This is an optimization exercise on Yosys and OpenROAD, whose aim is small area, not a production implementation. The RTL was checked by simulation tests, not by an equivalence proof against the original design.

==> run a <==
## sliding_mode_heading_tracker
module sliding_mode_heading_tracker (
	input  logic        clk,
	input  logic        arst_n,
	input  logic        start,
	output logic        busy,
	input  shmt_pkg::in_word_t    pose,
	output logic        result_valid,
	output shmt_pkg::out_word_t   result,
	input  logic        cfg_we,
	input  logic [1:0]  cfg_idx,
	input  logic [14:0] cfg_data
);
	logic [14:0] max_lin_q, max_turn_q, min_turn_q;
	logic [16:0] max_lin3_q;   
	always_ff @(posedge clk or negedge arst_n) begin
		if (!arst_n) begin
			max_lin_q  <= 15'd2048;
			max_lin3_q <= 17'd6144;
			max_turn_q <= 15'd4096;
			min_turn_q <= 15'd410;
		end else if (cfg_we) begin
			case (cfg_idx)
				REG_MAX_LIN: begin
					max_lin_q  <= cfg_data;
					max_lin3_q <= {2'b0, cfg_data} + {1'b0, cfg_data, 1'b0};
				end
				REG_MAX_TURN: max_turn_q <= cfg_data;
				REG_MIN_TURN: min_turn_q <= cfg_data;
				default: ;
			endcase
		end
	end
	assign busy = 1'b0;
	logic [32:0] dx, dxm1, dy, dym1;
	logic        sx, sy, dyz, neg0;
	logic [33:0] ax, ay, x1, y1p, y1m1, u1;
	logic        s1;
	shmt_padd #(33, 1'b1) u_dx (
		.a  ({pose.target_x[31], pose.target_x}),
		.b  (~{pose.cur_x[31], pose.cur_x}),
		.ci (1'b0),
		.s  (dxm1),
		.s1 (dx)
	);
	shmt_padd #(33, 1'b1) u_dy (
		.a  ({pose.target_y[31], pose.target_y}),
		.b  (~{pose.cur_y[31], pose.cur_y}),
		.ci (1'b0),
		.s  (dym1),
		.s1 (dy)
	);
	always_comb begin
		sx  = dx[32];
		sy  = dy[32];
		dyz = (dy == '0);
		neg0 = !dyz && (sx != sy);
		ax = {1'b0, sx ? ~dxm1 : dx};
		ay = {1'b0, sy ? ~dym1 : dy};
	end
	shmt_padd #(34, 1'b1) u_x1 (.a(ax), .b(ay), .ci(1'b0), .s(x1), .s1());
  ...
Settings: LEC_CHECK=0, CAP_MARGIN=20, CORE_MARGIN=2, CORE_UTILIZATION=60, CTS_BUF_LIST=sky130_fd_sc_hd__clkbuf_8 sky130_fd_sc_hd__clkbuf_16, CTS_CLUSTER_DIAMETER=80, CTS_CLUSTER_SIZE=30, PLACE_DENSITY=0.75, SLEW_MARGIN=20; clock period 10.0 ns.
run.sh (not shown) runs the stock make flow with config.mk's settings and CLKGATE_MAP_FILE= SYNTH_SCRIPT=/design/flow/synth_recipe.tcl, a recipe that flattens the netlist after the stock synthesis.
==> run b (differences from run a) <==
--- a/flow/design.v
+++ b/flow/design.v
@@ -962,13 +962,15 @@
 			5'd31: o = {31'h78fa8806, 31'h3f9260ee};
 			default: o = '0;
 		endcase
 	end
 endmodule
-module shmt_rdec (input logic [16:0] e, output logic [7:0] s, output logic [17:0] z4o);
+module shmt_rdec (input logic [16:0] e, output logic [15:0] s);
 	logic [21:0] z4;
+	logic [17:0] z8;
 	logic [25:0] k4;
+	logic [17:0] k8;
 	logic [0:0] c0_0;
 	logic [1:0] c0_1;
 	logic [3:0] c0_2;
 	logic [7:0] c0_3;
 	logic [0:0] c1_0;
@@ -1033,17 +1035,12 @@
 	assign z4 = {e[10:0], 11'd0} + k4[21:0];
 	assign s[4] = c1_0[0];
 	assign s[5] = c1_1[s[4]];
 	assign s[6] = c1_2[s[5:4]];
 	assign s[7] = c1_3[s[6:4]];
-	assign z4o = z4[17:0];
-endmodule
-module shmt_rdec8 (input logic [3:0] s47, input logic [17:0] z4, output logic [15:8] s);
-	logic [17:0] z8;
-	logic [17:0] k8;
 	always_comb begin
-		case (s47)
+		case (s[7:4])
 			4'd0: k8 = 18'h1f9eb;
 			4'd1: k8 = 18'h2048f;
 			4'd2: k8 = 18'h1fb41;
 			4'd3: k8 = 18'h205e5;
 			4'd4: k8 = 18'h1fa15;
@@ -1284,25 +1281,21 @@
 		else if (17'(wmag) > 17'(max_turn_q)) mag = 16'(max_turn_q);
 		else if (17'(wmag) < 17'(min_turn_q) && 17'(wmag) >= TINY_Q12) mag = 16'(min_turn_q);
 		else mag = wmag;
 		ang = {e_e13[16], mag[14:0]};
 	end
-	logic [7:0]  rs;
-	logic [17:0] rz4;
-	shmt_rdec u_rdec (.e(e_e13), .s(rs), .z4o(rz4));
+	logic [15:0] rs;
+	shmt_rdec u_rdec (.e(e_e13), .s(rs));
 	logic        r_v;
-	logic [7:0]  r_s;
-	logic [17:0] r_z4;
-	logic [15:0] r_ang;
+	logic [15:0] r_s, r_ang;
 	logic        r_vz;
 	always_ff @(posedge clk or negedge arst_n) begin
 		if (!arst_n) r_v <= 1'b0;
 		else         r_v <= e_v;
 	end
 	always_ff @(posedge clk) begin
 		r_s   <= rs;
-		r_z4  <= rz4;
 		r_ang <= ang;
 		r_vz  <= vzero;
 	end
 	logic [16:ROT_K][30:0] qx;
 	logic [16:ROT_K][30:0] qy;   
@@ -1312,13 +1305,11 @@
 	logic [16:ROT_K]       qv;
 	logic [61:0] rxy;
 	shmt_rot_lut u_rot (.i(r_s[ROT_K-1:0]), .o(rxy));
 	assign qx[ROT_K] = rxy[61:31];
 	assign qy[ROT_K] = rxy[30:0] ^ {31{r_s[ROT_K]}};
-	logic [15:8] rs_hi;
-	shmt_rdec8 u_rdec8 (.s47(r_s[7:4]), .z4(r_z4), .s(rs_hi));
-	assign qs[ROT_K] = {rs_hi, r_s};
+	assign qs[ROT_K] = r_s;
 	assign qa[ROT_K] = r_ang;
 	assign qz[ROT_K] = r_vz;
 	assign qv[ROT_K] = r_v;
 	for (genvar g = ROT_K; g < 16; g++) begin : g_rot
 		logic s;
CAP_MARGIN = 10   (was 20)
CTS_BUF_LIST = sky130_fd_sc_hd__clkbuf_4 sky130_fd_sc_hd__clkbuf_8   (was sky130_fd_sc_hd__clkbuf_8 sky130_fd_sc_hd__clkbuf_16)
CTS_CLUSTER_DIAMETER = default   (was 80)
CTS_CLUSTER_SIZE = default   (was 30)
GPL_TIMING_DRIVEN = 0   (was default)
SLEW_MARGIN = 10   (was 20)
==> run notes <==
* Root Buffer: clkbuf_16
* Critical path arrival at 10.42 ns
* M2 GR Usage at 56.8%
* Post-synthesis adder-cell area fraction at 22.3%
* Die W at 444 um
* Synthesized instance count at 13600
* Compound-Gate Fraction of Synth Area at 15.8%
* Area growth syn-to-layout at 9.62%
* Setup slack, reg-to-reg at 0.42 ns
* CTS H-Tree Depth at 3
* Worst-skew pair later-pin latency at 0.81 ns
* Worst Setup Path Type: input port to flop
* Synth top area share at 20.1%
* Outcome: no timing/DRC/antenna violations
# the run above: run a

==> run notes <==
* Outcome: no timing/DRC/antenna violations
* Critical path arrival at 10.59 ns
* Die W at 445 um
* Worst-skew pair later-pin latency at 0.98 ns
* CTS H-Tree Depth at 4
* Setup slack, reg-to-reg at 0.25 ns
* Compound-Gate Fraction of Synth Area at 16.4%
* Worst Setup Path Type: flop to flop
* Synth top area share at 19.7%
* Area growth syn-to-layout at 9.37%
* Root Buffer: clkbuf_8
* M2 GR Usage at 58.2%
* Synthesized instance count at 13600
# the run above: run b

[static timing again, ports no longer ideal]
How much do the figures lean on ideal ports? The routed layouts below were timed once more, with nothing changed but the port constraints.
Step 1 sets driving cells, clkbuf_16 on the clock port and buf_2 on the other inputs (assumed; they add their load-dependent delay and slew).
Step 2 adds t to the input delays and takes it off the output delays; t is the mean of the earliest and latest rising clock arrival at the registers after step 1. Input paths then give back, and output paths get back, about the clock's delay inside the block.
Three values: ideal ports, drivers, drivers and shift; two values: the first two.
run | t (ns) | setup WS [ns] | clock arrival spread, ns | worst slew at a driven data input, ns
run a | 0.872 | 0.286 / 0.357 / -0.515 | 0.058 / 0.058 | 0.17
run b | 1.057 | 0.246 / 0.246 / -0.687 | 0.079 / 0.080 | 0.14
Met with ideal ports but missed after step 2: setup timing in run a and run b. For run b, which loses most, drivers alone change the setup slack by 0.000 ns; drivers and shift together by -0.933 ns.
